This is an optimization exercise on Yosys and OpenROAD, whose aim is small area, not a production implementation.
Where RTL was checked, it was by simulation tests only, not by an equivalence proof against the original.
No functional check of the RTL was part of runs 2 to 5.
Power figures rest on the tool's default switching activity, not on a simulated workload.

--- flow/flow/run.sh ---
#!/bin/bash
# Standard layout with smaller port buffers and a clock tree of small
# buffers without dummy loads.
export BUFFER_PORTS_ARGS="-buffer_cell sky130_fd_sc_hd__buf_2"
export CTS_ARGS="-sink_clustering_enable -repair_clock_nets -dont_use_dummy_load -buf_list {sky130_fd_sc_hd__clkbuf_4} -root_buf sky130_fd_sc_hd__clkbuf_4 -sink_clustering_size 10 -sink_clustering_max_diameter 40"
bash standard.sh > standard.log 2>&1
--- flow/standard.sh ---
#!/bin/bash
# synth_recipe.tcl (not shown) runs the flow's synth.tcl, then flattens the netlist and writes it again
# the make line also repeats each setting of config.mk as NAME=value (left out here)
make -C /OpenROAD-flow-scripts/flow DESIGN_CONFIG=/design/flow/config.mk WORK_HOME=/design/flow/orfs CLKGATE_MAP_FILE= SYNTH_SCRIPT=/design/flow/synth_recipe.tcl "${@:-finish}"
--- flow/config.mk ---
export PLATFORM = sky130hd
export DESIGN_NAME = id_regfile_scoreboard
export DESIGN_NICKNAME = id_regfile_scoreboard
export VERILOG_FILES = /design/flow/design.v
export SDC_FILE = /design/flow/constraint.sdc
export NUM_CORES = 4
export LEC_CHECK = 0
export CAP_MARGIN = 15
export CORE_MARGIN = 2
export CORE_UTILIZATION = 55
export SETUP_SLACK_MARGIN = 0.1
export SLEW_MARGIN = 15
export SYNTH_HIERARCHICAL = 1
export SYNTH_MINIMUM_KEEP_SIZE = 0
--- flow/design.v ---
module id_rf_aoi222 (
  input  logic a0, b0, a1, b1, a2, b2,
  output logic y
);
  assign y = !((a0 & b0) | (a1 & b1) | (a2 & b2));
endmodule
module id_rf_or31 (
  input  logic [30:0] sel,
  input  logic [30:0] dat,
  output logic [10:0] n
);
  for (genvar g = 0; g < 10; g++) begin : g_aoi
    id_rf_aoi222 u_aoi (
      .a0(sel[3*g]),   .b0(dat[3*g]),
      .a1(sel[3*g+1]), .b1(dat[3*g+1]),
      .a2(sel[3*g+2]), .b2(dat[3*g+2]),
      .y(n[g])
    );
  end
  id_rf_nand2 u_last (.a(sel[30]), .b(dat[30]), .y(n[10]));
endmodule
module id_rf_nand2 (
  input  logic a, b,
  output logic y
);
  assign y = !(a & b);
endmodule
module id_rf_rdbit (
  input  logic [30:0] sel,
  input  logic [30:0] dat,
  input  logic        hit,
  input  logic        wbd,
  output logic        y
);
  logic [11:0] n;
  id_rf_or31 u_or31 (.sel(sel), .dat(dat), .n(n[10:0]));
  id_rf_nand2 u_byp (.a(hit), .b(wbd), .y(n[11]));
  id_rf_or3nand4 u_or (.n(n), .y(y));
endmodule
module id_rf_sel31 (
  input  logic [30:0] sel,
  input  logic [30:0] dat,
  output logic        y
);
  logic [10:0] n;
  id_rf_or31 u_or31 (.sel(sel), .dat(dat), .n(n));
  id_rf_or3nand u_or (.n(n), .y(y));
endmodule
module id_rf_or3nand4 (
  input  logic [11:0] n,
  output logic        y
);
  assign y = !(&n[3:0]) | !(&n[7:4]) | !(&n[11:8]);
endmodule
module id_sb_next (
  input  logic [2:0] c,
  input  logic       ld,
  input  logic [2:0] l,
  output logic [2:0] d
);
  assign d[0] = ld ? l[0] : (!c[0] && (c[1] || c[2]));
  assign d[1] = ld ? l[1] : (c[0] ? c[1] : (!c[1] && c[2]));
  assign d[2] = ld ? l[2] : (c[2] && (c[1] || c[0]));
endmodule
module id_rf_or3nand (
  input  logic [10:0] n,
  output logic        y
);
  assign y = !(&n[3:0]) | !(&n[7:4]) | !(&n[10:8]);
endmodule
module id_regfile_scoreboard #(
  parameter int XLEN  = 32,
  parameter int NREGS = 32,
  parameter int NRD   = 2,
  parameter int LAT_W = 3,
  localparam int AW   = $clog2(NREGS)
) (
  input  logic                clk,
  input  logic                reset,
  input  logic                id_valid,
  input  logic                flush,
  input  logic [NRD*AW-1:0]   rs_addr,
  input  logic [NRD-1:0]      rs_used,
  input  logic                rd_we,
  input  logic [AW-1:0]       rd_addr,
  input  logic [LAT_W-1:0]    rd_lat,
  input  logic                wb_we,
  input  logic [AW-1:0]       wb_addr,
  input  logic [XLEN-1:0]     wb_data,
  output logic [NRD*XLEN-1:0] rs_data,
  output logic                stall,
  output logic                issue,
  output logic [NREGS-1:0]    pending
);
  logic [XLEN-1:0]  r_regs [1:NREGS-1];
  logic [LAT_W-1:0] r_cnt  [1:NREGS-1];
  logic             w_wb_en;
  logic [XLEN-1:0]  w_wdat;
  logic [LAT_W-1:0] w_ldat;
  logic [NREGS-1:0] w_wb_dec;
  logic [NREGS-1:0] w_wb_sel;
  logic [NREGS-1:0] w_rd_dec;
  logic [NREGS-1:0] w_rs_dec [NRD];
  logic [NREGS-2:0] w_rs_sel [NRD];
  logic [NREGS-2:0] w_rs_pnd [NRD];
  logic [NREGS-2:0] w_rd_sel;
  logic [NREGS-2:0] w_cnt_col [LAT_W];
  logic [NRD-1:0]   w_pnd;
  logic [NRD-1:0]   w_hit;
  logic             w_raw;
  logic             w_waw;
  logic             w_set;
  logic [LAT_W-1:0] w_rd_cnt;
  assign w_wb_en = wb_we && (wb_addr != '0);
  always_comb begin
    for (int unsigned r = 0; r < NREGS; r++) begin
      w_wb_dec[r] = (wb_addr == AW'(r));
      w_wb_sel[r] = w_wb_en && w_wb_dec[r];
      w_rd_dec[r] = (rd_addr == AW'(r));
      for (int unsigned p = 0; p < NRD; p++) begin
        w_rs_dec[p][r] = (rs_addr[p*AW +: AW] == AW'(r));
      end
    end
  end
  always_comb begin
    for (int unsigned p = 0; p < NRD; p++) begin
      w_hit[p] = w_wb_en && (wb_addr == rs_addr[p*AW +: AW]);
      for (int unsigned r = 1; r < NREGS; r++) begin
        w_rs_sel[p][r-1] = w_rs_dec[p][r] && !w_wb_sel[r];
        w_rs_pnd[p][r-1] = w_rs_dec[p][r];
      end
    end
    for (int unsigned r = 1; r < NREGS; r++) begin
      w_rd_sel[r-1] = w_rd_dec[r];
    end
  end
  for (genvar p = 0; p < NRD; p++) begin : g_port
    for (genvar b = 0; b < XLEN; b++) begin : g_bit
      logic [NREGS-2:0] w_col;
      for (genvar r = 1; r < NREGS; r++) begin : g_col
        assign w_col[r-1] = r_regs[r][b];
      end
      id_rf_rdbit u_rd (.sel(w_rs_sel[p]), .dat(w_col), .hit(w_hit[p]), .wbd(wb_data[b]),
                        .y(rs_data[p*XLEN+b]));
    end
  end
  always_comb begin
    pending[0] = 1'b0;
    for (int unsigned r = 1; r < NREGS; r++) begin
      pending[r] = (r_cnt[r] != '0);
    end
  end
  for (genvar p = 0; p < NRD; p++) begin : g_raw
    id_rf_sel31 u_pnd (.sel(w_rs_pnd[p]), .dat(pending[NREGS-1:1]), .y(w_pnd[p]));
  end
  assign w_raw = |(rs_used & w_pnd);
  for (genvar k = 0; k < LAT_W; k++) begin : g_waw
    for (genvar r = 1; r < NREGS; r++) begin : g_col
      assign w_cnt_col[k][r-1] = r_cnt[r][k];
    end
    id_rf_sel31 u_cnt (.sel(w_rd_sel), .dat(w_cnt_col[k]), .y(w_rd_cnt[k]));
  end
  assign w_waw = rd_we && (w_rd_cnt > rd_lat);
  assign stall = id_valid && !flush && (w_raw || w_waw);
  assign issue = id_valid && !flush && !stall;
  assign w_set = issue && rd_we;
  assign w_wdat = wb_data & {XLEN{!reset}};
  assign w_ldat = rd_lat  & {LAT_W{!reset}};
  for (genvar r = 1; r < NREGS; r++) begin : g_reg
    always_ff @(posedge clk) begin
      if (reset || w_wb_sel[r]) begin
        r_regs[r] <= w_wdat;
      end
    end
    logic [LAT_W-1:0] w_next;
    id_sb_next u_next (.c(r_cnt[r]), .ld(reset || (w_set && w_rd_dec[r])), .l(w_ldat), .d(w_next));
    always_ff @(posedge clk) begin
      r_cnt[r] <= w_next;
    end
  end
endmodule
--- flow/constraint.sdc ---
create_clock -name core_clock -period 6.0 [get_ports {clk}]
set_input_delay 1.2000 -clock core_clock [delete_from_list [all_inputs] [get_ports {clk}]]
set_output_delay 1.2000 -clock core_clock [all_outputs]
set_load 0.01 [all_outputs]
==> key figures, run 1 <==
Status
  • Status: complete, no violations

Worst setup path
  • RR Startpoint: r_cnt[1][0]$_DFF_P_
  • Worst Path Required: 4.80 ns
  • Slowest-stage cell, CP: a222oi_1
  • Cells on worst reg2reg path: 9
  • Crit path kind: in -> out
  • Worst EP arrival: ~4.4 ns
  • CP Max Fanout: 10
  • CP Cell Sequence: buf_2 > nand2b_1 > nor4_1 > a222oi_1 > nand4_1 > or3_1 > ha_1 > o21ai_0 > or2_1 > nor3b_1 > buf_2
  • FF-to-FF End: r_cnt[29][1]$_DFF_P_
  • Critical path endpoint category: output pin
  • CP peak stage delay: 0.50 ns
  • Most frequent CP cell: buf_2
  • Startpoint types: primary input
  • FF-to-FF setup slack: 1.88 ns

Timing
  • Final Setup Violations: 0
  • Fin crit share: 93.4%
  • Clock skew: 0.144 ns
  • Fin Setup TNS: 0 ns
  • Worst Tran Pin Value: 1.25 ns
  • RSZ-0062 raised after global routing: no
  • Final Slew Violations: 0
  • Tmin final: about 5.6 ns
  • Final hold violation count: 0
  • Worst slew margin: 16.5%
  • F_max: 0.178 GHz

Global route
  • First-pass GRT wire length: ~240 mm
  • Grt ovf: 0
  • Vias in the first global route: around 36000
  • GR Util All Layers: around two fifths
  • Initial antenna violation count: 8
  • Largest net degree at the start of global routing: 80

Clock tree
  • Root Driver: clkbuf_4
  • CTS Buf Count: approximately 150
  • Setup bufs post-CTS: 0
  • Longest Clk Path Bufs: 3
  • CTS tree: built
  • CTS hold repair buffers: 0
  • Post_cts resized: 0
  • Htree depth: 4
  • Clock Sinks: 1085
  • Clk slew on worst S/H paths: 0.09 ns
  • Clk Latency, worst-skew pair: 1.15 ns

Synthesis
  • Post-synthesis cell area: approximately 0.045 mm^2
  • Netlist cell types: 42
  • FFs w/ async S/R, synth: 0%
  • Syn Inst Count: 2968
  • Most frequent cell after synthesis: edfxtp_1
  • Register area share after synthesis: 70.1%
  • Synth Register Bits: 1085
  • Synthesis Warnings: 19
  • Main flop type after synthesis: edfxtp_1
  • Syn Area/Cell: 15.2 um^2
  • Top cell type's share of synthesized area: 66.0%
  • Area leader, netlist: edfxtp_1
  • Synth area leaders: edfxtp_1 (66%), a222oi_1 (15%), dfxtp_1 (4.1%), nand4_1 (2.8%), nand2_1 (1.7%)
  • Syn Nets: 3034
  • Post-synth EDFFs: 992
  • Top cells by count, synth: edfxtp_1 (992), a222oi_1 (690), nand2_1 (206)

Min path
  • Hold path startpoint: r_cnt[24][2]$_DFF_P_
  • Worst Hold End: r_cnt[24][1]$_DFF_P_
  • Hold Crit Depth: 2
  • Class of the worst hold path: reg -> reg

Layout
  • Layout cells sized above 1: roughly 18%
  • Multi-input combinational cell area: between 0.01 and 0.015 mm^2
  • Register area: 0.0317 mm^2
  • Nets: 3411
  • Filler cell count: 6305
  • Synth-to-Final Area Change: 9.83%
  • Final core utilization: 60.6%

Floorplanning
  • Total core area: 0.0817 mm^2
  • Die area: 0.0843 mm^2
  • Num rows: 105
  • Die Y: around 290 um
  • Initial Utilization: 55.2%
  • IO Pins: 161
  • DIE WIDTH: around 290 um

Drt
  • DR WL/cell: 39.1 um
  • Routed wire length: roughly 170 mm
  • DR vias/cell: between 8 and 9
  • Drt pass-1 iters: 13
  • Initial drt markers: 8006
  • Antenna Nets Post-Route: 0
  • Via count: about 36000
  • DRC: 0

Placement
  • Detail Placement HPWL: 101 mm
  • Port Buf Inserts: 159
  • RePlAce Congestion: 0.938

Pwr
  • Leakage: 0.0161 uW
  • Maximum VDD drop: 0.216 mV
  • Pwr dens: 293 mW/mm^2

Job
  • Max cap viols: 0
==> cells in the final DEF, fill, tap and decap left out, drive strengths merged, types with 4 or more instances in the layout <==
cell type / count
edfxtp: 992
a222oi: 690
buf: 273
nand2: 206
nand4: 204
nor2: 157
clkbuf: 153
or3: 104
dfxtp: 93
nor3: 75
nor2b: 68
o21ai: 63
a21oi: 63
or2: 39
or3b: 34
o31ai: 32
nand3: 14
a21o: 14
diode: 12
nand2b: 11
o21bai: 10
nor4: 8
nand3b: 7
a31o: 7
xnor2: 6
xor2: 4
inv: 4
==> cell type report <==
| type | instances | share of cell area, % |
|---|---|---|
| Antenna cell | 12 | 0.0606 |
| Tap cell | 1070 | 2.70 |
| Sequential cell | 1085 | 63.9 |
| Clock buffer | 153 | 2.32 |
| Inverter | 4 | 0.0303 |
| Timing Repair Buffer | 273 | 3.35 |
| Multi-Input combinational cell | 1828 | 27.7 |
==> state kept, by name, summed over array words and instances, names as in the netlist <==
register / cells
r_regs: 992
r_cnt: 93
==> power breakdown <==
| part | switching (uW) | leakage, uW | internal (uW) |
|---|---|---|---|
| clock network | 2390 | 0.000704 | 1170 |
| registers | 390 | 0.0104 | 8970 |
| logic | 1160 | 0.00502 | 458 |
==> Yosys stat by module (local to each module, per instance), excerpt <==
module,times used,cells,flops+latches,cell area (um^2)
id_regfile_scoreboard,1,1559,1085,34200
id_rf_aoi222,690,1,0,10.0
id_rf_nand2,133,1,0,3.75
id_rf_or3nand,5,4,0,23.8
id_rf_or3nand4,64,4,0,25.0
id_sb_next,31,10,0,57.6
==> kinds of logic (layout without fill, tap and decap cells) <==
family / after synthesis / after routing / share of synthesized area, %
other cells: 1 / 13 / 0.00831
simple gates: 928 / 928 / 10.8
compound gates: 886 / 886 / 18.2
xor+xnor: 10 / 10 / 0.194
fa+ha+maj: 3 / 3 / 0.0832
buf+inv: 55 / 430 / 0.519
flops: 1085 / 1085 / 70.1
==> metal layers <==
layer,GRT usage [%],vias to the layer above,part of all wire (%)
li1,-,14400,-
met1,51.5,17600,33
met2,59.2,3460,44
met3,12.2,676,16
met4,26.3,6,7.2
met5,0,-,0.040
==> worst max-delay path, delay by kind of cell <==
family                   cells  cell delay (ns)
AND/OR/NAND/NOR              6             1.67
AO/OA/AOI/OAI                2             0.89
buffers and inverters        2             0.34
adder cells (fa/ha/maj)      1             0.30
==> worst max path at each step <==
stage,to,cells past startpoint,start
after floorplan,rs_data[0],7,rs_addr[0]
after global placement,stall,14,rd_addr[3]
after detailed placement,issue,13,rd_addr[3]
after CTS,issue,13,rd_addr[3]
after global routing,stall,14,rd_addr[3]
final,issue,11,rd_addr[1]
==> through the flow <==
step / setup WS (ns) / total power [uW] / std cells / hold slack, ns / cell area, um^2
after global placement: 0.481 / 11000 / 4259 / 0.500 / 48300
after detailed placement: 0.437 / 11100 / 4259 / 0.518 / 48300
after CTS: 0.414 / 14500 / 4412 / 0.496 / 49400
after floorplan: 0.416 / 10200 / 2968 / 0.478 / 45100
final: 0.394 / 14500 / 4425 / 0.523 / 49600
after global routing: 0.172 / 14900 / 4416 / 0.514 / 49500
==> run 2: changes to the inputs <==
--- a/flow/design.v
+++ b/flow/design.v
@@ -53,14 +53,18 @@
   assign y = !(&n[3:0]) | !(&n[7:4]) | !(&n[11:8]);
 endmodule
 module id_sb_next (
-  input  logic [2:0] c,
+  input  logic [2:0] s,
   input  logic       ld,
   input  logic [2:0] l,
-  output logic [2:0] d
-);
-  assign d[0] = ld ? l[0] : (!c[0] && (c[1] || c[2]));
-  assign d[1] = ld ? l[1] : (c[0] ? c[1] : (!c[1] && c[2]));
-  assign d[2] = ld ? l[2] : (c[2] && (c[1] || c[0]));
+  output logic [2:0] d,
+  output logic       pend
+);
+  logic [2:0] c;
+  logic       f;
+  assign c    = s ^ 3'b101;
+  assign f    = c[2] ? (!c[1] && c[0]) : c[1];
+  assign d    = ld ? l : ({c[1:0], f} ^ 3'b101);
+  assign pend = (c != 3'b000);
 endmodule
 module id_rf_or3nand (
   input  logic [10:0] n,
@@ -93,7 +97,7 @@
   output logic [NREGS-1:0]    pending
 );
   logic [XLEN-1:0]  r_regs [1:NREGS-1];
-  logic [LAT_W-1:0] r_cnt  [1:NREGS-1];
+  logic [LAT_W-1:0] r_cnt  [1:NREGS-1];    
   logic             w_wb_en;
   logic [XLEN-1:0]  w_wdat;
   logic [LAT_W-1:0] w_ldat;
@@ -111,6 +115,30 @@
   logic             w_waw;
   logic             w_set;
   logic [LAT_W-1:0] w_rd_cnt;
+  function automatic logic [2:0] f_enc(input logic [2:0] v);
+    case (v)
+      3'd0:    f_enc = 3'b101;
+      3'd1:    f_enc = 3'b001;
+      3'd2:    f_enc = 3'b011;
+      3'd3:    f_enc = 3'b010;
+      3'd4:    f_enc = 3'b110;
+      3'd5:    f_enc = 3'b000;
+      3'd6:    f_enc = 3'b111;
+      default: f_enc = 3'b100;
+    endcase
+  endfunction
+  function automatic logic [2:0] f_dec(input logic [2:0] c);
+    case (c)
+      3'b101:  f_dec = 3'd0;
+      3'b001:  f_dec = 3'd1;
+      3'b011:  f_dec = 3'd2;
+      3'b010:  f_dec = 3'd3;
+      3'b110:  f_dec = 3'd4;
+      3'b000:  f_dec = 3'd5;
+      3'b111:  f_dec = 3'd6;
+      default: f_dec = 3'd7;
+    endcase
+  endfunction
   assign w_wb_en = wb_we && (wb_addr != '0);
   always_comb begin
     for (int unsigned r = 0; r < NREGS; r++) begin
@@ -144,12 +172,7 @@
                         .y(rs_data[p*XLEN+b]));
     end
   end
-  always_comb begin
-    pending[0] = 1'b0;
-    for (int unsigned r = 1; r < NREGS; r++) begin
-      pending[r] = (r_cnt[r] != '0);
-    end
-  end
+  assign pending[0] = 1'b0;
   for (genvar p = 0; p < NRD; p++) begin : g_raw
     id_rf_sel31 u_pnd (.sel(w_rs_pnd[p]), .dat(pending[NREGS-1:1]), .y(w_pnd[p]));
   end
@@ -160,12 +183,12 @@
     end
     id_rf_sel31 u_cnt (.sel(w_rd_sel), .dat(w_cnt_col[k]), .y(w_rd_cnt[k]));
   end
-  assign w_waw = rd_we && (w_rd_cnt > rd_lat);
+  assign w_waw = rd_we && (rd_addr != '0) && (f_dec(w_rd_cnt) > rd_lat);
   assign stall = id_valid && !flush && (w_raw || w_waw);
   assign issue = id_valid && !flush && !stall;
   assign w_set = issue && rd_we;
   assign w_wdat = wb_data & {XLEN{!reset}};
-  assign w_ldat = rd_lat  & {LAT_W{!reset}};
+  assign w_ldat = reset ? f_enc('0) : f_enc(rd_lat);
   for (genvar r = 1; r < NREGS; r++) begin : g_reg
     always_ff @(posedge clk) begin
       if (reset || w_wb_sel[r]) begin
@@ -173,7 +196,8 @@
       end
     end
     logic [LAT_W-1:0] w_next;
-    id_sb_next u_next (.c(r_cnt[r]), .ld(reset || (w_set && w_rd_dec[r])), .l(w_ldat), .d(w_next));
+    id_sb_next u_next (.s(r_cnt[r]), .ld(reset || (w_set && w_rd_dec[r])), .l(w_ldat), .d(w_next),
+                       .pend(pending[r]));
     always_ff @(posedge clk) begin
       r_cnt[r] <= w_next;
     end
==> flow/flow/run.sh (replaced) <==
#!/bin/bash
# Standard layout with smaller port buffers and a clock tree of large
# buffers without dummy loads.
export BUFFER_PORTS_ARGS="-buffer_cell sky130_fd_sc_hd__buf_2"
export CTS_ARGS="-sink_clustering_enable -repair_clock_nets -dont_use_dummy_load -buf_list {sky130_fd_sc_hd__clkbuf_16} -root_buf sky130_fd_sc_hd__clkbuf_16 -sink_clustering_size 24 -sink_clustering_max_diameter 60"
bash standard.sh > standard.log 2>&1
==> run 2 against run 1 <==
Die area shrank 1.1%; total power increased by 6.7%; non-clock buffer count grew 71; synthesized area is 1.1% lower; via count is 0.94% higher; global-route usage up 3.5 points; design area rose by 1.1%; wire length grew 7.2%; clock-buffer cell count decreased by 82; synthesized cell count decreased by 2.9%; worst hold slack worse by 0.012 ns; clock skew shrank 0.093 ns; largest cell class unchanged.
==> key figures, run 2 <==
Global route
  • Initial antenna violation count: 10 (+2)
  • GR Util All Layers: 43.5% (+3.5 points)
  • Vias in the first global route: 34800 (-2.1%)
  • Grt ovf: 0 (unchanged)
  • Largest net degree at the start of global routing: 54 (-33%)
  • First-pass GRT wire length: 253 mm (+4.5%)

Worst setup path
  • Startpoint types: primary input
  • Cells on worst reg2reg path: 12 (+3)
  • CP Cell Sequence: buf_2 > nand2b_1 > nor3_1 > a222oi_1 > nand4_1 > or3_1 > maj3_1 > ha_1 > nand3_1 > o211ai_1 > or3_4 > a21boi_1 > buf_2
  • CP peak stage delay: 0.46 ns (-0.04 ns)
  • WP buf/inv: 2 (unchanged)
  • CP Max Fanout: 10 (unchanged)
  • FF-to-FF setup slack: 2.21 ns (+0.33 ns)
  • Worst Path Required: 4.80 ns (about the same)
  • FF-to-FF End: r_cnt[7][0]$_DFF_P_
  • Top Family by Delay on Critical Path: simple AND/OR/NAND/NOR gates
  • Worst EP arrival: 4.55 ns (+0.14 ns)
  • CP Depth: 13 (+2)
  • Crit path kind: in -> out
  • Slowest-stage cell, CP: or3_1
  • RR Startpoint: r_cnt[24][1]$_DFF_P_
  • Most frequent CP cell: buf_2
  • Critical path endpoint category: output pin

Timing
  • Final Setup Violations: 0 (unchanged)
  • Hold WS: 0.511 ns (-0.0119 ns)
  • Worst Tran Pin Value: 1.35 ns (+0.0992 ns)
  • Final Slew Violations: 0 (unchanged)
  • Fin crit share: 95.8% (+2.3 points)
  • Worst slew margin: 9.37% (-7.1 points)
  • F_max: 0.174 GHz (-2.4%)
  • Final hold violation count: 0 (unchanged)
  • RSZ-0062 raised after global routing: no
  • Tmin final: 5.75 ns (+0.140 ns)
  • Fin Setup TNS: 0 ns (unchanged)
  • Clock skew: 0.0515 ns (-0.0926 ns)

Placement
  • Port Buf Inserts: 159 (unchanged)
  • Detail Placement HPWL: 112 mm (+11%)
  • RePlAce Congestion: 0.937 (about the same)

Clock tree
  • Clock Sinks: 1085 (unchanged)
  • Htree depth: 3 (-1)
  • CTS hold repair buffers: 0 (unchanged)
  • Longest Clk Path Bufs: 3 (unchanged)
  • Clk Latency, worst-skew pair: 0.63 ns (-0.52 ns)
  • CTS Buf Count: 71 (-54%)
  • Clk slew on worst S/H paths: 0.07 ns (-0.02 ns)
  • Root Driver: clkbuf_16
  • CTS tree: built

Synthesis
  • Main flop type after synthesis: edfxtp_1
  • Area leader, netlist: edfxtp_1
  • Syn Nets: 2947 (-2.9%)
  • Syn Inst Count: 2881 (-2.9%)
  • Top cell type's share of synthesized area: 66.8% (+0.77 points)
  • Register area share after synthesis: 71.0% (+0.81 points)
  • Synth Register Bits: 1085 (unchanged)
  • Synth area leaders: edfxtp_1 (67%), a222oi_1 (15%), dfxtp_1 (4.2%), nand4_1 (2.8%), nand2_1 (1.8%)
  • Syn Area/Cell: 15.5 um^2 (+1.8%)
  • Synthesis Warnings: 19 (unchanged)
  • Post-synthesis cell area: 0.0446 mm^2 (-1.1%)
  • FFs w/ async S/R, synth: 0% (unchanged)
  • Top cells by count, synth: edfxtp_1 (992), a222oi_1 (690), nand2_1 (214)
  • Netlist cell types: 46 (+9.5%)
  • Most frequent cell after synthesis: edfxtp_1
  • Post-synth EDFFs: 992 (unchanged)

Layout
  • Most common cell after layout, fill and taps aside: edfxtp_1
  • Biggest register: r_regs
  • Layout cells sized above 1: 16.6% (-1.2 points)
  • Max FFs per register: 992 (unchanged)
  • Most frequent cells in the layout: edfxtp_1 (992), a222oi_1 (690), nand2_1 (213)
  • Filler cell count: 5998 (-4.9%)
  • Synth-to-Final Area Change: 12.3%
  • Largest regs: r_regs x992, r_cnt x93
  • Nets: 3313 (-2.9%)

Floorplanning
  • Die area: 0.0834 mm^2 (-1.1%)
  • Total core area: 0.0804 mm^2 (-1.6%)
  • Initial Utilization: 55.5% (+0.25 points)
  • IO Pins: 161 (unchanged)
  • DIE WIDTH: 289 um (-0.57%)
  • Num rows: 104 (-0.95%)
  • Die Y: 289 um (-0.57%)

Pwr
  • Leakage: 0.0165 uW (+2.3%)
  • Logic pwr share: 10.7% (-0.4 points)
  • Clock power share: 28.9% (+4.4 points)
  • Seq pwr share: 60.3% (-4.1 points)
  • Switching share of power: 25.5% (-1.6 points)
  • Maximum VDD drop: 0.260 mV (+21%)
  • Pwr dens: 310 mW/mm^2 (+5.6%)
  • Design internal power: 11600 uW (+9.1%)
  • Switching power total: 3960 uW (+0.50%)

Job
  • Max cap viols: 0 (unchanged)

Drt
  • Via count: 36500 (+0.94%)
  • DR WL/cell: 43.1 um (+10%)
  • DRC: 0 (unchanged)
  • Drt pass-1 iters: 11 (-2)
  • DR vias/cell: 8.46 (+3.7%)
  • Routed wire length: 186 mm (+7.2%)
  • Initial drt markers: 9159 (+14%)
  • Antenna Nets Post-Route: 0 (unchanged)

Min path
  • Class of the worst hold path: reg -> reg
  • Worst Hold End: r_cnt[11][1]$_DFF_P_
  • Hold Crit Depth: 1 (-1)
  • Hold path startpoint: r_cnt[11][0]$_DFF_P_

Status
  • Status: complete, no violations
==> run 2: changes by cell type in the layout (fill, tap and decap cells not counted), moves of 31 or more <==
cell | before | now
buf_4 | 114 | 185
clkbuf_16 | 0 | 71
clkbuf_4 | 153 | 2
nor2_1 | 154 | 118
o31ai_1 | 31 | 0
==> run 2: logic make-up (layout without fill, tap and decap cells) <==
kind of cell / count (synthesis) / count (layout) / synth area share [%]
AO/OA/AOI/OAI: 856 / 856 / 17.9
XOR/XNOR: 11 / 11 / 0.216
adder cells (fa/ha/maj): 4 / 4 / 0.107
buffers and inverters: 57 / 421 / 0.569
flip-flops: 1085 / 1085 / 71.0
multiplexers: 2 / 2 / 0.0449
other: 1 / 5 / 0.00841
AND/OR/NAND/NOR: 865 / 865 / 10.2
==> run 2: power groups by stage <==
stage / clock network, uW / logic [uW] / registers [uW]
finish: 4490 / 1660 / 9360
global route: 4730 / 1700 / 9420
CTS: 4470 / 1590 / 9340
detailed placement: 0 / 1580 / 9500
global placement: 0 / 1560 / 9450
floorplan: 0 / 788 / 9380
==> run 2: modules after synthesis, one instance, submodules excluded, excerpt <==
module | flops+latches | copies in the design | area (um^2)
id_regfile_scoreboard | 1085 | 1 | 34100
id_sb_next | 0 | 31 | 45.0
id_rf_or3nand4 | 0 | 64 | 25.0
id_rf_or3nand | 0 | 5 | 23.8
id_rf_aoi222 | 0 | 690 | 10.0
id_rf_nand2 | 0 | 133 | 3.75
==> run 2: layout make-up <==
class / instances / area [um^2] / share of cell area [%]
antenna: 4 / 10.0 / 0.0200
clock buffer: 71 / 1780 / 3.55
inverter: 6 / 22.5 / 0.0450
multi-input combinational: 1739 / 13100 / 26.2
sequential: 1085 / 31700 / 63.2
tap: 1060 / 1330 / 2.65
timing repair buffer: 344 / 2200 / 4.39
==> run 2: worst max-delay path by stage <==
| stage | start | endpoint | slack (ns) |
|---|---|---|---|
| final | rd_addr[2] | stall | 0.25 |
| after CTS | rd_addr[4] | stall | 0.15 |
| after detailed placement | rd_addr[4] | stall | 0.15 |
| after global routing | rd_addr[2] | stall | 0.12 |
| after floorplan | wb_addr[3] | rs_data[32] | 0.50 |
| after global placement | rd_addr[4] | stall | 0.18 |
==> run 2: stage by stage <==
stage,instances,area (um^2),utilization [%],total power (uW),setup WS [ns]
floorplan,2881,44600,-,10200,0.495
global placement,4233,48200,60.0,11000,0.181
detailed placement,4234,48300,60.0,11100,0.154
CTS,4305,50000,62.2,15400,0.153
global route,4305,50100,62.3,15800,0.115
finish,4309,50100,62.3,15500,0.254
==> run 2: layer usage <==
layer  share of wire (%)  wire length [um]  global-route usage [%]
met3                  18             34100                    17.8
met5                0.10               192                   0.682
met1                  33             61300                    56.6
met4                 6.3             11800                    24.0
met2                  42             78100                    62.2
==> run 2: repair_timing <==
action,in CTS,in global routing
gates resized for setup,0,7
setup endpoints to repair,0,2
setup buffers,0,0
==> run 3: changes to the inputs <==
==> flow/flow/run.sh (replaced) <==
#!/bin/bash
# Standard layout with smaller port buffers and a clock tree of small
# buffers without dummy loads.
export BUFFER_PORTS_ARGS="-buffer_cell sky130_fd_sc_hd__buf_1"
export CTS_ARGS="-sink_clustering_enable -repair_clock_nets -dont_use_dummy_load -buf_list {sky130_fd_sc_hd__clkbuf_8} -root_buf sky130_fd_sc_hd__clkbuf_8 -sink_clustering_size 20 -sink_clustering_max_diameter 50"
bash standard.sh > standard.log 2>&1
==> run 3 against run 2 <==
Core utilization shrank 0.56 points; cell count grew 0.86%; sequential share of layout area grew 0.57 points; clock skew grew 0.029 ns; setup slack lost 0.025 ns; via count grew 0.34%; die area is the same; synthesized area is the same; critical endpoint is now rs_data[2]; highest routed layer unchanged.
==> key figures, run 3 <==
Global route
  • GR Util All Layers: 43.3% (-0.17 points)
  • Largest net degree at the start of global routing: 53 (-1.9%)
  • Initial antenna violation count: 9 (-1)
  • Vias in the first global route: 34900 (+0.41%)
  • First-pass GRT wire length: 252 mm (-0.44%)
  • Grt ovf: 0 (unchanged)

Worst setup path
  • Crit path kind: in -> out
  • Critical path endpoint category: output pin
  • CP Max Fanout: 16 (+6)
  • Cells on worst reg2reg path: 10 (-2)
  • Worst EP arrival: 4.57 ns (+0.02 ns)
  • Worst Path Required: 4.80 ns (about the same)
  • Startpoint types: primary input

Drt
  • DRC: 0 (unchanged)
  • DR vias/cell: 8.42 (-0.51%)
  • Drt pass-1 iters: 14 (+3)
  • Initial drt markers: 9769 (+6.7%)
  • DR WL/cell: 42.7 um (-0.92%)
  • Routed wire length: 185 mm (about the same)
  • Antenna Nets Post-Route: 0 (unchanged)
  • Via count: 36600 (+0.34%)

Timing
  • Clock skew: 0.0809 ns (+0.0294 ns)
  • F_max: 0.173 GHz (-0.44%)
  • Worst Tran Pin Value: 1.29 ns (-0.0609 ns)
  • Tmin final: 5.77 ns (+0.0255 ns)
  • Final hold violation count: 0 (unchanged)
  • Final Setup Violations: 0 (unchanged)
  • RSZ-0062 raised after global routing: no
  • Worst slew margin: 13.5% (+4.1 points)
  • Fin Setup TNS: 0 ns (unchanged)
  • Final Slew Violations: 0 (unchanged)
  • Fin crit share: 96.2% (+0.42 points)
  • Final worst slack: 0.228 ns (-0.0255 ns)

Layout
  • Max FFs per register: 992 (unchanged)
  • Nets: 3348 (+1.1%)
  • Largest regs: r_regs x992, r_cnt x93
  • Layout cells sized above 1: 12.8% (-3.8 points)
  • Filler cell count: 6095 (+1.6%)
  • Synth-to-Final Area Change: 11.3%
  • Biggest register: r_regs
  • Most common cell after layout, fill and taps aside: edfxtp_1
  • Most frequent cells in the layout: edfxtp_1 (992), a222oi_1 (690), nand2_1 (214)

Clock tree
  • Clk slew on worst S/H paths: 0.09 ns (+0.02 ns)
  • CTS Buf Count: 109 (+54%)
  • Htree depth: 3 (unchanged)
  • CTS tree: built
  • Setup bufs post-CTS: 0 (unchanged)
  • Clock Sinks: 1085 (unchanged)
  • Clk Latency, worst-skew pair: 0.74 ns (+0.11 ns)
  • Longest Clk Path Bufs: 3 (unchanged)
  • Root Driver: clkbuf_8

Synthesis
  • Main flop type after synthesis: edfxtp_1
  • Top cells by count, synth: edfxtp_1 (992), a222oi_1 (690), nand2_1 (214)
  • Synth area leaders: edfxtp_1 (67%), a222oi_1 (15%), dfxtp_1 (4.2%), nand4_1 (2.8%), nand2_1 (1.8%)
  • Post-synth EDFFs: 992 (unchanged)
  • FFs w/ async S/R, synth: 0% (unchanged)
  • Synthesis Warnings: 19 (unchanged)
  • Synth Register Bits: 1085 (unchanged)
  • Register area share after synthesis: 71.0% (unchanged)
  • Netlist cell types: 46 (unchanged)
  • Syn Nets: 2947 (unchanged)
  • Syn Area/Cell: 15.5 um^2 (unchanged)
  • Post-synthesis cell area: 0.0446 mm^2 (unchanged)
  • Syn Inst Count: 2881 (unchanged)
  • Area leader, netlist: edfxtp_1
  • Most frequent cell after synthesis: edfxtp_1
  • Top cell type's share of synthesized area: 66.8% (unchanged)

Placement
  • DP Worst Slack: 0.0860 ns (-0.0685 ns)
  • RePlAce Congestion: 0.972 (+3.7%)
  • Detail Placement HPWL: 112 mm (-0.72%)
  • Port Buf Inserts: 159 (unchanged)

Min path
  • Class of the worst hold path: reg -> reg
  • Hold Crit Depth: 1 (unchanged)

Floorplanning
  • Die area: 0.0834 mm^2 (unchanged)
  • DIE WIDTH: 289 um (unchanged)
  • Die Y: 289 um (unchanged)
  • Initial Utilization: 55.5% (unchanged)
  • Num rows: 104 (unchanged)
  • Total core area: 0.0804 mm^2 (unchanged)
  • IO Pins: 161 (unchanged)

Pwr
  • Maximum VDD drop: 0.216 mV (-17%)
  • Total power: 15000 uW (-3.4%)
  • Pwr dens: 302 mW/mm^2 (-2.5%)
  • Leakage: 0.0159 uW (-3.2%)

Status
  • Status: complete, no violations

Job
  • Max cap viols: 0 (unchanged)
run 3: cell counts after synthesis:
Identical to the previous run, type by type.
run 3: cell families (layout without fill, tap and decap cells):
group           count (synthesis)  count (layout)  synth area share [%]
fa+ha+maj                       4               4                 0.107
xor+xnor                       11              11                 0.216
simple gates                  865             865                  10.2
mux                             2               2                0.0449
buf+inv                        57             456                 0.569
flops                        1085            1085                  71.0
other cells                     1               7               0.00841
compound gates                856             856                  17.9
run 3: what timing repair did:
action / CTS / global route
endpoints found under the setup margin: 1 / 2
resized for setup: 1 / 6
pin swaps: 0 / 1
hold buffers: 0 / 0
run 3: where the power goes:
group / internal, uW / switching [uW]
logic: 441 / 1190
clock network: 1600 / 2380
registers: 8980 / 388
total: 11000 / 3960
run 3: layout make-up:
cell class / count / area (um^2) / share of cell area (%)
antenna: 6 / 15.0 / 0.0302
clock buffer: 109 / 1500 / 3.02
inverter: 6 / 22.5 / 0.0454
multi-input combinational: 1739 / 13100 / 26.5
sequential: 1085 / 31700 / 63.7
tap: 1060 / 1330 / 2.67
timing repair buffer: 341 / 2000 / 4.02
run 3: path summary, 6_finish.rpt:
kind	slack (ns)	from	to
max reg2reg	2.20	r_cnt[4][1]$_DFF_P_	r_cnt[5][0]$_DFF_P_
min reg2reg	0.47	r_cnt[3][0]$_DFF_P_	r_cnt[3][1]$_DFF_P_
min	0.47	r_cnt[3][0]$_DFF_P_	r_cnt[3][1]$_DFF_P_
max	0.23	wb_addr[1]	rs_data[2]
run 3: per-stage QoR:
step	area [um^2]	std cells	util (%)	hold WS, ns
final	49700	4346	61.7	0.467
after global routing	49600	4341	61.7	0.488
after CTS	49600	4340	61.7	0.457
after detailed placement	48100	4231	59.8	0.496
after global placement	48100	4231	59.8	0.489
after floorplan	44600	2881	-	0.462
run 3: routing by layer:
metal / track usage (%) / up-vias / wire [um]
met2: 62.7 / 3900 / 77900
li1: - / 14100 / -
met3: 17.2 / 792 / 34400
met5: 0.795 / - / 144
met4: 23.8 / 10 / 11900
met1: 56.0 / 17800 / 61000
run 3: modules after synthesis (local to each module, per instance), a selection:
| module | flip-flops and latches | times used |
|---|---|---|
| id_regfile_scoreboard | 1085 | 1 |
| id_rf_aoi222 | 0 | 690 |
| id_rf_nand2 | 0 | 133 |
| id_rf_or3nand | 0 | 5 |
| id_rf_or3nand4 | 0 | 64 |
| id_sb_next | 0 | 31 |
run 3: worst max-delay path, cell delays in order:
cell      delay (ns)
buf_1           0.33
nand2b_1        0.40
nor2_1          0.19
nor3_2          1.00
buf_4           0.50
a222oi_1        0.19
nand4_1         0.26
or3_1           0.31
buf_1           0.19
==> run 4: changes to the inputs <==
==> flow/flow/run.sh (replaced) <==
#!/bin/bash
# Standard layout with smaller port buffers and a clock tree of small
# buffers without dummy loads.
export BUFFER_PORTS_ARGS="-buffer_cell sky130_fd_sc_hd__buf_1"
export CTS_ARGS="-sink_clustering_enable -repair_clock_nets -dont_use_dummy_load -buf_list {sky130_fd_sc_hd__clkbuf_4} -root_buf sky130_fd_sc_hd__clkbuf_4 -sink_clustering_size 10 -sink_clustering_max_diameter 40"
bash standard.sh > standard.log 2>&1
==> run 4 against run 3 <==
Worst hold slack better by 0.048 ns; clock power decreased by 11%; first-iteration DRC count shrank 3.5%; sequential power about the same; cell count increased by 1.1%; total power down 3.0%; setup slack gained 0.030 ns; die area did not move; clock-buffer cell count is 43 higher; design area down 0.70%; register-to-register slack is essentially flat; critical path type unchanged.
==> key figures, run 4 <==
Synthesis
  • Post-synthesis cell area: 0.0446 mm^2 (unchanged)
  • Netlist cell types: 46 (unchanged)
  • Synthesis Warnings: 19 (unchanged)
  • Syn Area/Cell: 15.5 um^2 (unchanged)
  • Most frequent cell after synthesis: edfxtp_1
  • Top cells by count, synth: edfxtp_1 (992), a222oi_1 (690), nand2_1 (214)
  • Main flop type after synthesis: edfxtp_1
  • FFs w/ async S/R, synth: 0% (unchanged)
  • Syn Nets: 2947 (unchanged)
  • Area leader, netlist: edfxtp_1
  • Top cell type's share of synthesized area: 66.8% (unchanged)
  • Synth area leaders: edfxtp_1 (67%), a222oi_1 (15%), dfxtp_1 (4.2%), nand4_1 (2.8%), nand2_1 (1.8%)
  • Synth Register Bits: 1085 (unchanged)
  • Register area share after synthesis: 71.0% (unchanged)
  • Post-synth EDFFs: 992 (unchanged)
  • Syn Inst Count: 2881 (unchanged)

Min path
  • Hold Crit Depth: 1 (unchanged)
  • Class of the worst hold path: reg -> reg

Pwr
  • Pwr dens: 295 mW/mm^2 (-2.3%)
  • Total power: 14500 uW (-3.0%)
  • Leakage: 0.0159 uW (-0.53%)
  • Maximum VDD drop: 0.177 mV (-18%)

Layout
  • Synth-to-Final Area Change: 10.5%
  • Final core utilization: 61.3% (-0.43 points)
  • Biggest register: r_regs
  • Non-Filler Instances: 4393 (+1.1%)
  • Filler cell count: 6169 (+1.2%)
  • Most common cell after layout, fill and taps aside: edfxtp_1
  • Largest regs: r_regs x992, r_cnt x93
  • Nets: 3391 (+1.3%)
  • Most frequent cells in the layout: edfxtp_1 (992), a222oi_1 (690), nand2_1 (214)
  • Max FFs per register: 992 (unchanged)
  • Layout cells sized above 1: 13.9% (+1.1 points)

Drt
  • Antenna Nets Post-Route: 0 (unchanged)
  • DR vias/cell: 8.40 (-0.26%)
  • Via count: 36900 (+0.82%)
  • DRC: 0 (unchanged)
  • Drt pass-1 iters: 14 (unchanged)
  • DR WL/cell: 42.3 um (-0.95%)
  • Routed wire length: 186 mm (+0.12%)
  • Initial drt markers: 9431 (-3.5%)

Timing
  • Tmin final: 5.74 ns (-0.0295 ns)
  • Fin Setup TNS: 0 ns (unchanged)
  • Clock skew: 0.0962 ns (+0.0153 ns)
  • Worst Tran Pin Value: 1.33 ns (+0.0394 ns)
  • Worst slew margin: 11.3% (-2.2 points)
  • Final Setup Violations: 0 (unchanged)
  • RSZ-0062 raised after global routing: no
  • F_max: 0.174 GHz (+0.51%)
  • Final hold violation count: 0 (unchanged)
  • Final worst slack: 0.258 ns (+0.0295 ns)
  • Fin crit share: 95.7% (-0.49 points)
  • Final Slew Violations: 0 (unchanged)

Worst setup path
  • CP Max Fanout: 8 (-8)
  • Worst Path Required: 4.80 ns (about the same)
  • CP Launch Point: rd_addr[3]
  • FF-to-FF setup slack: 2.21 ns (about the same)
  • Startpoint types: primary input
  • Critical path endpoint category: output pin
  • Most frequent CP cell: buf_1
  • FF-to-FF End: r_cnt[29][0]$_DFF_P_
  • RR Startpoint: r_cnt[4][1]$_DFF_P_
  • Worst EP arrival: 4.54 ns (-0.03 ns)
  • Cells on worst reg2reg path: 10 (unchanged)
  • Slowest-stage cell, CP: or3_1
  • CP peak stage delay: 0.49 ns (-0.51 ns)
  • Crit path kind: in -> out
  • Critical Path End: stall
  • CP Cell Sequence: buf_1 > or2b_4 > nor2_1 > a222oi_1 > nand4_1 > or3_1 > maj3_1 > ha_1 > nand3_1 > o211ai_1 > or3_4 > a21boi_1 > buf_1

Placement
  • DP Worst Slack: 0.0860 ns (unchanged)
  • Placed cells: 4231 (unchanged)
  • Detail Placement HPWL: 112 mm (unchanged)
  • Port Buf Inserts: 159 (unchanged)
  • RePlAce Congestion: 0.972 (unchanged)

Clock tree
  • Htree depth: 4 (+1)
  • CTS tree: built
  • Setup bufs post-CTS: 0 (unchanged)
  • Clk Latency, worst-skew pair: 1.07 ns (+0.33 ns)
  • Longest Clk Path Bufs: 3 (unchanged)
  • Clock Sinks: 1085 (unchanged)
  • Root Driver: clkbuf_4
  • CTS Buf Count: 152 (+39%)
  • Clk slew on worst S/H paths: 0.09 ns (about the same)

Global route
  • Grt ovf: 0 (unchanged)
  • Largest net degree at the start of global routing: 53 (unchanged)
  • GR Util All Layers: 43.6% (+0.24 points)
  • First-pass GRT wire length: 253 mm (+0.32%)
  • Initial antenna violation count: 11 (+2)
  • Vias in the first global route: 35200 (+0.66%)

Floorplanning
  • DIE WIDTH: 289 um (unchanged)
  • Num rows: 104 (unchanged)
  • IO Pins: 161 (unchanged)
  • Die area: 0.0834 mm^2 (unchanged)
  • Total core area: 0.0804 mm^2 (unchanged)
  • Die Y: 289 um (unchanged)
  • Initial Utilization: 55.5% (unchanged)

Status
  • Status: complete, no violations

Job
  • Max cap viols: 0 (unchanged)
[run 4: changes by cell type in the layout (fill, tap and decap cells not counted), sizes merged]
cell | previous run | this run
diode | 6 | 10
clkbuf | 113 | 156
[run 4: metal layers]
layer	vias up	global-route usage (%)	wire, um
met4	12	22.8	11300
met2	3913	62.8	77800
met1	18000	56.7	62000
li1	14200	-	-
met3	756	18.0	34300
met5	-	0	62
[run 4: how the worst min path moves through the flow]
stage                               from                   end
floorplan           r_cnt[16][0]$_DFF_P_  r_cnt[16][1]$_DFF_P_
global placement    r_cnt[30][0]$_DFF_P_  r_cnt[30][1]$_DFF_P_
detailed placement   r_cnt[1][0]$_DFF_P_   r_cnt[1][1]$_DFF_P_
CTS                  r_cnt[3][0]$_DFF_P_   r_cnt[3][1]$_DFF_P_
global route         r_cnt[3][0]$_DFF_P_   r_cnt[3][1]$_DFF_P_
finish               r_cnt[3][0]$_DFF_P_   r_cnt[3][1]$_DFF_P_
[run 4: power by group]
part / switching [uW] / total (uW) / leakage [uW] / internal (uW)
Combinational: 1190 / 1630 / 0.00479 / 440
Clock: 2390 / 3550 / 0.000699 / 1160
Sequential: 386 / 9360 / 0.0104 / 8980
[run 4: area by class of cell]
| type | instances | area [um^2] | share of cell area, % |
|---|---|---|---|
| timing repair buffer | 341 | 2000 | 4.05 |
| antenna | 10 | 25.0 | 0.0508 |
| multi-input combinational | 1739 | 13100 | 26.7 |
| clock buffer | 152 | 1140 | 2.31 |
| inverter | 6 | 22.5 | 0.0457 |
| tap | 1060 | 1330 | 2.69 |
| sequential | 1085 | 31700 | 64.2 |
[run 4: kinds of logic (layout without fill, tap and decap cells)]
family	after synthesis	after routing	share of synthesized area [%]
multiplexers	2	2	0.0449
AND/OR/NAND/NOR	865	865	10.2
flip-flops	1085	1085	71.0
XOR/XNOR	11	11	0.216
other	1	11	0.00841
buffers and inverters	57	499	0.569
adder cells (fa/ha/maj)	4	4	0.107
AO/OA/AOI/OAI	856	856	17.9
[run 4: Yosys stat by module, one instance, submodules excluded, excerpt]
| module | copies in the design | flops+latches |
|---|---|---|
| id_regfile_scoreboard | 1 | 1085 |
| id_sb_next | 31 | 0 |
| id_rf_or3nand4 | 64 | 0 |
| id_rf_or3nand | 5 | 0 |
| id_rf_aoi222 | 690 | 0 |
| id_rf_nand2 | 133 | 0 |
[run 4: per-stage QoR]
stage	instance area [um^2]	hold slack, ns
2_1_floorplan	44600	0.462
3_3_place_gp	48100	0.489
3_5_place_dp	48100	0.496
4_1_cts	49200	0.508
5_1_grt	49300	0.538
6_report	49300	0.515
[run 4: repair_timing]
item / in CTS / in global routing
resized for setup: 1 / 6
gates cloned: 0 / 0
hold buffers: 0 / 0
endpoints found under the setup margin: 1 / 2
pin swaps: 0 / 1
[run 4: worst max-delay path: cells and delay by family]
kind,cells,cell delay [ns]
AOI/OAI and AO/OA,3,0.70
adders and majority gates,2,0.66
buffers and inverters,2,0.44
and+or+nand+nor,6,1.52
==> run 5: changes to the inputs <==
--- a/flow/config.mk
+++ b/flow/config.mk
@@ -5,10 +5,10 @@
 export SDC_FILE = /design/flow/constraint.sdc
 export NUM_CORES = 4
 export LEC_CHECK = 0
-export CAP_MARGIN = 15
+export CAP_MARGIN = 5
 export CORE_MARGIN = 2
 export CORE_UTILIZATION = 55
-export SETUP_SLACK_MARGIN = 0.1
-export SLEW_MARGIN = 15
+export SETUP_SLACK_MARGIN = 0.05
+export SLEW_MARGIN = 5
 export SYNTH_HIERARCHICAL = 1
 export SYNTH_MINIMUM_KEEP_SIZE = 0
==> run 5 against run 4 <==
Combinational power is essentially flat; setup slack lost 0.021 ns; via count rose by 0.34%; register-to-register slack lost 0.12 ns; non-clock buffer count grew 2; clock-buffer cell count fell by 2; die area unchanged; synthesized cell count unchanged; core utilization decreased by 0.068 points; sequential share of layout area is 0.072 points higher; fmax fell by 0.37%.
==> key figures, run 5 <==
Floorplanning
  • DIE WIDTH: 289 um (unchanged)
  • Initial Utilization: 55.5% (unchanged)
  • Total core area: 0.0804 mm^2 (unchanged)
  • Die area: 0.0834 mm^2 (unchanged)
  • Num rows: 104 (unchanged)
  • Die Y: 289 um (unchanged)
  • IO Pins: 161 (unchanged)

Placement
  • Placed cells: 4233 (+0.047%)
  • Port Buf Inserts: 159 (unchanged)
  • RePlAce Congestion: 0.972 (unchanged)
  • Detail Placement HPWL: 112 mm (+0.20%)

Layout
  • Most common cell after layout, fill and taps aside: edfxtp_1
  • Filler cell count: 6127 (-0.68%)
  • Non-Filler Instances: 4395 (+0.046%)
  • Most frequent cells in the layout: edfxtp_1 (992), a222oi_1 (690), nand2_1 (214)
  • Nets: 3391 (unchanged)
  • Synth-to-Final Area Change: 10.4%
  • Max FFs per register: 992 (unchanged)
  • Register area: 0.0317 mm^2 (unchanged)
  • Largest regs: r_regs x992, r_cnt x93
  • Biggest register: r_regs
  • Multi-input combinational cell area: 0.0131 mm^2 (-0.51%)
  • Layout cells sized above 1: 13.9% (-0.060 points)

Timing
  • Worst slew margin: 7.05% (-4.2 points)
  • Fin crit share: 96.1% (+0.35 points)
  • Fin Setup TNS: 0 ns (unchanged)
  • Final Slew Violations: 0 (unchanged)
  • Tmin final: 5.76 ns (+0.0212 ns)
  • F_max: 0.174 GHz (-0.37%)
  • Clock skew: 0.121 ns (+0.0245 ns)
  • Final hold violation count: 0 (unchanged)
  • Worst Tran Pin Value: 1.39 ns (+0.0574 ns)
  • Final Setup Violations: 0 (unchanged)
  • RSZ-0062 raised after global routing: no

Synthesis
  • Netlist cell types: 46 (unchanged)
  • Syn Inst Count: 2881 (unchanged)
  • Area leader, netlist: edfxtp_1
  • Syn Area/Cell: 15.5 um^2 (unchanged)
  • Top cells by count, synth: edfxtp_1 (992), a222oi_1 (690), nand2_1 (214)
  • Synthesis Warnings: 19 (unchanged)
  • Most frequent cell after synthesis: edfxtp_1
  • Synth Register Bits: 1085 (unchanged)
  • Post-synthesis cell area: 0.0446 mm^2 (unchanged)
  • Main flop type after synthesis: edfxtp_1
  • Post-synth EDFFs: 992 (unchanged)
  • Syn Nets: 2947 (unchanged)
  • Synth area leaders: edfxtp_1 (67%), a222oi_1 (15%), dfxtp_1 (4.2%), nand4_1 (2.8%), nand2_1 (1.8%)
  • Register area share after synthesis: 71.0% (unchanged)
  • Top cell type's share of synthesized area: 66.8% (unchanged)
  • FFs w/ async S/R, synth: 0% (unchanged)

Clock tree
  • Clk Latency, worst-skew pair: 1.07 ns (about the same)
  • CTS Buf Count: 150 (-1.3%)
  • CTS hold repair buffers: 0 (unchanged)
  • Clock Sinks: 1085 (unchanged)
  • Longest Clk Path Bufs: 3 (unchanged)
  • Post_cts resized: 0 (-1)
  • Setup bufs post-CTS: 0 (unchanged)
  • CTS tree: built
  • Root Driver: clkbuf_4
  • Clk slew on worst S/H paths: 0.09 ns (about the same)
  • Htree depth: 4 (unchanged)

Worst setup path
  • Worst Path Required: 4.80 ns (about the same)
  • Critical path endpoint category: output pin
  • CP Cell Sequence: buf_1 > nand2b_1 > nor2_1 > nor3_2 > buf_4 > a222oi_1 > nand4_1 > or3_1 > buf_1
  • Top Family by Delay on Critical Path: simple AND/OR/NAND/NOR gates
  • Crit path kind: in -> out
  • CP Max Fanout: 16 (+8)
  • CP peak stage delay: 0.99 ns (+0.50 ns)
  • RR Startpoint: r_cnt[4][1]$_DFF_P_
  • WP buf/inv: 3 (+1)
  • Worst EP arrival: 4.56 ns (+0.02 ns)
  • Slowest-stage cell, CP: nor3_2
  • Startpoint types: primary input
  • Most frequent CP cell: buf_1
  • CP Launch Point: wb_addr[1]

Global route
  • Largest net degree at the start of global routing: 53 (unchanged)
  • Initial antenna violation count: 9 (-2)
  • Grt ovf: 0 (unchanged)
  • First-pass GRT wire length: 253 mm (+0.30%)
  • GR Util All Layers: 43.7% (+0.12 points)
  • Vias in the first global route: 35300 (+0.40%)

Drt
  • Drt pass-1 iters: 14 (unchanged)
  • DRC: 0 (unchanged)
  • DR WL/cell: 42.3 um (about the same)
  • Antenna Nets Post-Route: 0 (unchanged)
  • DR vias/cell: 8.42 (+0.29%)
  • Routed wire length: 186 mm (about the same)
  • Initial drt markers: 9486 (+0.58%)
  • Via count: 37000 (+0.34%)

Status
  • Status: complete, no violations

Job
  • Max cap viols: 0 (unchanged)

Pwr
  • Pwr dens: 295 mW/mm^2 (about the same)
  • Leakage: 0.0158 uW (-0.27%)
  • Maximum VDD drop: 0.184 mV (+4.3%)

Min path
  • Class of the worst hold path: reg -> reg
  • Hold path startpoint: r_cnt[31][0]$_DFF_P_
==> run 5: area by class of cell <==
cell class                 count  area share (%)
antenna                       12          0.0610
tap                         1060            2.69
inverter                       6          0.0457
clock buffer                 150            2.29
timing repair buffer         343            4.10
sequential                  1085            64.3
multi-input combinational   1739            26.5
==> run 5: path summary, 6_finish.rpt <==
| check | slack, ns | cells past startpoint | endpoint |
|---|---|---|---|
| setup / recovery | 0.24 | 9 | rs_data[2] |
| hold / removal | 0.48 | 1 | r_cnt[31][1]$_DFF_P_ |
| setup reg to reg | 2.09 | 10 | r_cnt[29][0]$_DFF_P_ |
| hold reg to reg | 0.48 | 1 | r_cnt[31][1]$_DFF_P_ |
==> run 5: report_power, final <==
part	leakage [uW]	internal (uW)	total, uW	switching, uW
Clock	0.000690	1150	3530	2380
Combinational	0.00475	438	1620	1190
Sequential	0.0104	8980	9360	388
==> run 5: logic make-up (layout without fill, tap and decap cells) <==
| logic type | Yosys count | after routing | share of synthesized area (%) |
|---|---|---|---|
| compound gates | 856 | 856 | 17.9 |
| mux | 2 | 2 | 0.0449 |
| fa+ha+maj | 4 | 4 | 0.107 |
| simple gates | 865 | 865 | 10.2 |
| buf+inv | 57 | 499 | 0.569 |
| xor+xnor | 11 | 11 | 0.216 |
| other cells | 1 | 13 | 0.00841 |
| flops | 1085 | 1085 | 71.0 |
==> run 5: stage by stage <==
step	utilization [%]	instance area, um^2	hold slack [ns]	total power (uW)	setup slack [ns]
CTS	61.2	49200	0.475	14400	0.0924
floorplan	-	44600	0.462	10200	0.495
finish	61.2	49200	0.482	14500	0.237
global placement	59.8	48100	0.489	11000	0.101
global route	61.2	49200	0.491	14900	0.0763
detailed placement	59.8	48100	0.506	11100	0.0976
==> run 5: Yosys stat by module, one instance, submodules excluded, a selection <==
module,flops+latches,area (um^2)
id_rf_or3nand4,0,25.0
id_rf_or3nand,0,23.8
id_sb_next,0,45.0
id_regfile_scoreboard,1085,34100
id_rf_aoi222,0,10.0
id_rf_nand2,0,3.75
==> run 5: layer usage <==
layer | track usage [%] | share of wire (%)
met2 | 62.0 | 42
met4 | 23.3 | 6.1
met1 | 56.8 | 34
met3 | 19.1 | 18
met5 | 0 | 0.065
==> run 6: changes to the inputs <==
--- a/flow/design.v
+++ b/flow/design.v
@@ -18,6 +18,12 @@
     );
   end
   id_rf_nand2 u_last (.a(sel[30]), .b(dat[30]), .y(n[10]));
+endmodule
+module id_rf_and3 (
+  input  logic a, b, c,
+  output logic y
+);
+  assign y = a & b & c;
 endmodule
 module id_rf_nand2 (
   input  logic a, b,
@@ -154,12 +160,24 @@
     for (int unsigned p = 0; p < NRD; p++) begin
       w_hit[p] = w_wb_en && (wb_addr == rs_addr[p*AW +: AW]);
       for (int unsigned r = 1; r < NREGS; r++) begin
-        w_rs_sel[p][r-1] = w_rs_dec[p][r] && !w_wb_sel[r];
         w_rs_pnd[p][r-1] = w_rs_dec[p][r];
       end
     end
     for (int unsigned r = 1; r < NREGS; r++) begin
       w_rd_sel[r-1] = w_rd_dec[r];
+    end
+  end
+  for (genvar p = 0; p < NRD; p++) begin : g_sel
+    logic [7:0] w_hi;
+    logic [3:0] w_lo;
+    for (genvar g = 0; g < 8; g++) begin : g_hi
+      assign w_hi[g] = (rs_addr[p*AW+2 +: 3] == 3'(g));
+    end
+    for (genvar j = 0; j < 4; j++) begin : g_lo
+      assign w_lo[j] = (rs_addr[p*AW +: 2] == 2'(j));
+    end
+    for (genvar r = 1; r < NREGS; r++) begin : g_line
+      id_rf_and3 u_drv (.a(w_hi[r/4]), .b(w_lo[r%4]), .c(!w_wb_sel[r]), .y(w_rs_sel[p][r-1]));
     end
   end
   for (genvar p = 0; p < NRD; p++) begin : g_port
==> flow/config.mk (replaced) <==
export PLATFORM = sky130hd
export DESIGN_NAME = id_regfile_scoreboard
export DESIGN_NICKNAME = id_regfile_scoreboard
export VERILOG_FILES = /design/flow/design.v
export SDC_FILE = /design/flow/constraint.sdc
export NUM_CORES = 4
export LEC_CHECK = 0
export CAP_MARGIN = 15
export CORE_MARGIN = 2
export CORE_UTILIZATION = 62
export SETUP_SLACK_MARGIN = 0.1
export SLEW_MARGIN = 15
export SYNTH_HIERARCHICAL = 1
export SYNTH_MINIMUM_KEEP_SIZE = 0
==> run 6 against run 5 <==
Synthesized area is 0.26% higher; critical path depth is 1 lower; flip-flop and latch count stayed put; sequential power hardly changed; combinational power hardly changed; total power is 1.3% lower; clock-buffer cell count is 10 lower.
==> key figures, run 6 <==
Layout
  • Synth-to-Final Area Change: 8.74%
  • Final Cell Area: 0.0486 mm^2 (-1.3%)
  • Filler cell count: 4998 (-18%)
  • Nets: 3348 (-1.3%)
  • Layout cells sized above 1: 11.0% (-2.8 points)
  • Max FFs per register: 992 (unchanged)
  • Most frequent cells in the layout: edfxtp_1 (992), a222oi_1 (690), nand2_1 (239)
  • Largest regs: r_regs x992, r_cnt x93
  • Biggest register: r_regs
  • Most common cell after layout, fill and taps aside: edfxtp_1

Drt
  • Drt pass-1 iters: 12 (-2)
  • Initial drt markers: 8884 (-6.3%)
  • Via count: 36100 (-2.6%)
  • DR WL/cell: 39.3 um (-7.1%)
  • Antenna Nets Post-Route: 0 (unchanged)
  • Routed wire length: 166 mm (-10%)
  • DR vias/cell: 8.50 (+0.97%)
  • DRC: 0 (unchanged)

Clock tree
  • Setup bufs post-CTS: 0 (unchanged)
  • Clock Sinks: 1085 (unchanged)
  • CTS hold repair buffers: 0 (unchanged)
  • Clk Latency, worst-skew pair: 1.03 ns (-0.04 ns)
  • Post_cts resized: 0 (unchanged)
  • Root Driver: clkbuf_4
  • Htree depth: 4 (unchanged)
  • CTS tree: built
  • Longest Clk Path Bufs: 3 (unchanged)
  • Clk slew on worst S/H paths: 0.10 ns (about the same)
  • CTS Buf Count: 140 (-6.7%)

Timing
  • Fin Setup TNS: 0 ns (unchanged)
  • Tmin final: 5.82 ns (+0.0536 ns)
  • RSZ-0062 raised after global routing: no
  • Final Slew Violations: 0 (unchanged)
  • F_max: 0.172 GHz (-0.92%)
  • Final hold violation count: 0 (unchanged)
  • Worst slew margin: 18.2% (+11 points)
  • Worst Tran Pin Value: 1.22 ns (-0.166 ns)
  • Final Setup Violations: 0 (unchanged)
  • Clock skew: 0.0838 ns (-0.0369 ns)
  • Fin crit share: 97.0% (+0.89 points)

Synthesis
  • Netlist cell types: 43 (-6.5%)
  • Area leader, netlist: edfxtp_1
  • Most frequent cell after synthesis: edfxtp_1
  • FFs w/ async S/R, synth: 0% (unchanged)
  • Synth area leaders: edfxtp_1 (67%), a222oi_1 (15%), dfxtp_1 (4.2%), nand4_1 (2.8%), nand2_1 (2.0%)
  • Register area share after synthesis: 70.8% (-0.18 points)
  • Top cells by count, synth: edfxtp_1 (992), a222oi_1 (690), nand2_1 (241)
  • Post-synthesis cell area: 0.0447 mm^2 (+0.26%)
  • Syn Area/Cell: 15.4 um^2 (-0.36%)
  • Top cell type's share of synthesized area: 66.6% (-0.17 points)
  • Synth Register Bits: 1085 (unchanged)
  • Syn Nets: 2965 (+0.61%)
  • Syn Inst Count: 2899 (+0.62%)
  • Synthesis Warnings: 18 (-1)
  • Post-synth EDFFs: 992 (unchanged)
  • Main flop type after synthesis: edfxtp_1

Floorplanning
  • Die area: 0.0743 mm^2 (-11%)
  • DIE WIDTH: 273 um (-5.6%)
  • IO Pins: 161 (unchanged)
  • Die Y: 273 um (-5.6%)
  • Total core area: 0.0715 mm^2 (-11%)
  • Num rows: 98 (-5.8%)
  • Initial Utilization: 62.6% (+7.1 points)

Worst setup path
  • Worst EP arrival: 4.62 ns (+0.06 ns)
  • Startpoint types: primary input
  • Crit path kind: in -> out
  • Worst Path Required: 4.80 ns (about the same)
  • Critical path endpoint category: output pin
  • CP Max Fanout: 32 (+16)

Status
  • Status: complete, no violations

Global route
  • Largest net degree at the start of global routing: 72 (+36%)
  • Global Route met3 Usage: 16.4% (-2.7 points)
  • GR Util All Layers: 44.0% (+0.25 points)
  • Initial antenna violation count: 13 (+4)
  • M2 GR Usage: 64.8% (+2.8 points)
  • First-pass GRT wire length: 233 mm (-8.0%)
  • GR peak layer: met2
  • Grt met1 use: 53.9% (-2.9 points)
  • Vias in the first global route: 35600 (+0.85%)
  • Grt ovf: 0 (unchanged)

Placement
  • DP Area: 0.0474 mm^2 (-1.4%)
  • Port Buf Inserts: 159 (unchanged)
  • Detail Placement HPWL: 95.6 mm (-15%)
  • RePlAce Congestion: 0.955 (-1.7%)

Job
  • Max cap viols: 0 (unchanged)

Pwr
  • Leakage: 0.0160 uW (+1.2%)
  • Maximum VDD drop: 0.186 mV (+1.0%)
  • Total power: 14300 uW (-1.3%)
  • Pwr dens: 295 mW/mm^2 (about the same)

Min path
  • Class of the worst hold path: reg -> reg
run 6: metal layers:
metal	routed length (um)	part of all wire (%)
met4	13400	8.0
met1	51200	31
met5	40	0.024
met3	29500	18
met2	72400	43
run 6: power by group:
group / leakage, uW / internal [uW] / switching, uW
logic: 0.00500 / 434 / 1150
clock network: 0.000644 / 1070 / 2300
registers: 0.0104 / 8970 / 388
run 6: cells by family after synthesis:
group | Yosys count | share of synthesized area (%)
adders and majority gates | 4 | 0.106
other | 1 | 0.00839
xor gates and xnor gates | 11 | 0.215
and+or+nand+nor | 874 | 10.4
buffers and inverters | 65 | 0.588
DFF | 1085 | 70.8
AOI/OAI and AO/OA | 857 | 17.8
muxes | 2 | 0.0448
run 6: critical path: stages:
cell	delay, ns
buf_1	0.32
nor2b_1	0.53
nand2_1	0.19
and3_2	0.68
a222oi_1	0.50
nand4_1	0.40
or3_1	0.60
buf_1	0.17
run 6: path summary, 6_finish.rpt:
path	startpoint	to	slack, ns	cells after the start
setup / recovery	wb_addr[2]	rs_data[35]	0.18	8
hold / removal	r_cnt[30][0]$_DFF_P_	r_cnt[30][1]$_DFF_P_	0.49	1
setup reg to reg	r_cnt[22][1]$_DFF_P_	r_cnt[28][0]$_DFF_P_	2.22	11
hold reg to reg	r_cnt[30][0]$_DFF_P_	r_cnt[30][1]$_DFF_P_	0.49	1
run 6: final cells by class:
cell class	instances	area [um^2]	share of cell area (%)
inverters	28	105	0.216
repair buffers	278	1500	3.09
diodes	11	27.5	0.0566
multi-input cells	1749	13100	26.9
well taps	950	1190	2.44
clock buffers	140	1050	2.16
flip-flops and latches	1085	31700	65.1
run 6: through the flow:
step                      hold slack, ns  cells  util, %  setup slack [ns]
after global routing               0.488   4233     68.0             0.164
after floorplan                    0.460   2899        -             0.381
after global placement             0.489   4089     66.3             0.261
after CTS                          0.471   4229     67.8             0.139
final                              0.487   4241     68.0             0.183
after detailed placement           0.495   4089     66.3             0.158
run 6: modules after synthesis, one instance, submodules excluded, excerpt:
| module | flops+latches | cell area, um^2 |
|---|---|---|
| id_rf_or3nand4 | 0 | 25.0 |
| id_rf_and3 | 0 | 6.26 |
| id_regfile_scoreboard | 1085 | 33800 |
| id_rf_or3nand | 0 | 23.8 |
| id_rf_aoi222 | 0 | 10.0 |
| id_rf_nand2 | 0 | 3.75 |
| id_sb_next | 0 | 45.0 |

afterwards: timing with drivers on the ports:
Ports are ideal in the flow. The routed layouts listed here were re-timed in OpenROAD.
Step 1 (the two cells are an assumption about what drives the block):
set clk [get_ports {clk}]
set_driving_cell -lib_cell sky130_fd_sc_hd__clkbuf_16 $clk
set_driving_cell -lib_cell sky130_fd_sc_hd__buf_2 [delete_from_list [all_inputs] $clk]
Step 2, shift: input delay + t, output delay - t, t = (earliest + latest rising clock arrival at the registers) / 2. This alone moves slack from input paths to output paths.
a / b / c = no drivers / after step 1 / after step 2; a / b = the first two.
run | t (ns) | setup slack, ns | hold WS [ns] | clock arrival spread, ns | worst slew at a driven data input, ns
run 1 | 1.145 | 0.394 / 0.357 / 0.357 | 0.523 / 0.523 / 0.523 | 0.144 / 0.144 | 0.12
run 2 | 0.689 | 0.254 / 0.226 / 0.226 | 0.511 / 0.511 / 0.511 | 0.100 / 0.100 | 0.09
run 3 | 0.819 | 0.228 / 0.200 / 0.200 | 0.467 / 0.467 / 0.467 | 0.179 / 0.179 | 0.11
run 4 | 1.117 | 0.258 / 0.234 / 0.234 | 0.515 / 0.515 / 0.515 | 0.148 / 0.148 | 0.11
run 5 | 1.119 | 0.237 / 0.206 / 0.206 | 0.482 / 0.482 / 0.482 | 0.205 / 0.205 | 0.12
run 6 | 1.058 | 0.183 / 0.160 / 0.160 | 0.487 / 0.487 / 0.487 | 0.119 / 0.119 | 0.17
After both steps every run listed still meets setup and hold. For run 1, which loses most, drivers alone change the setup slack by -0.037 ns; drivers and shift together by -0.037 ns.
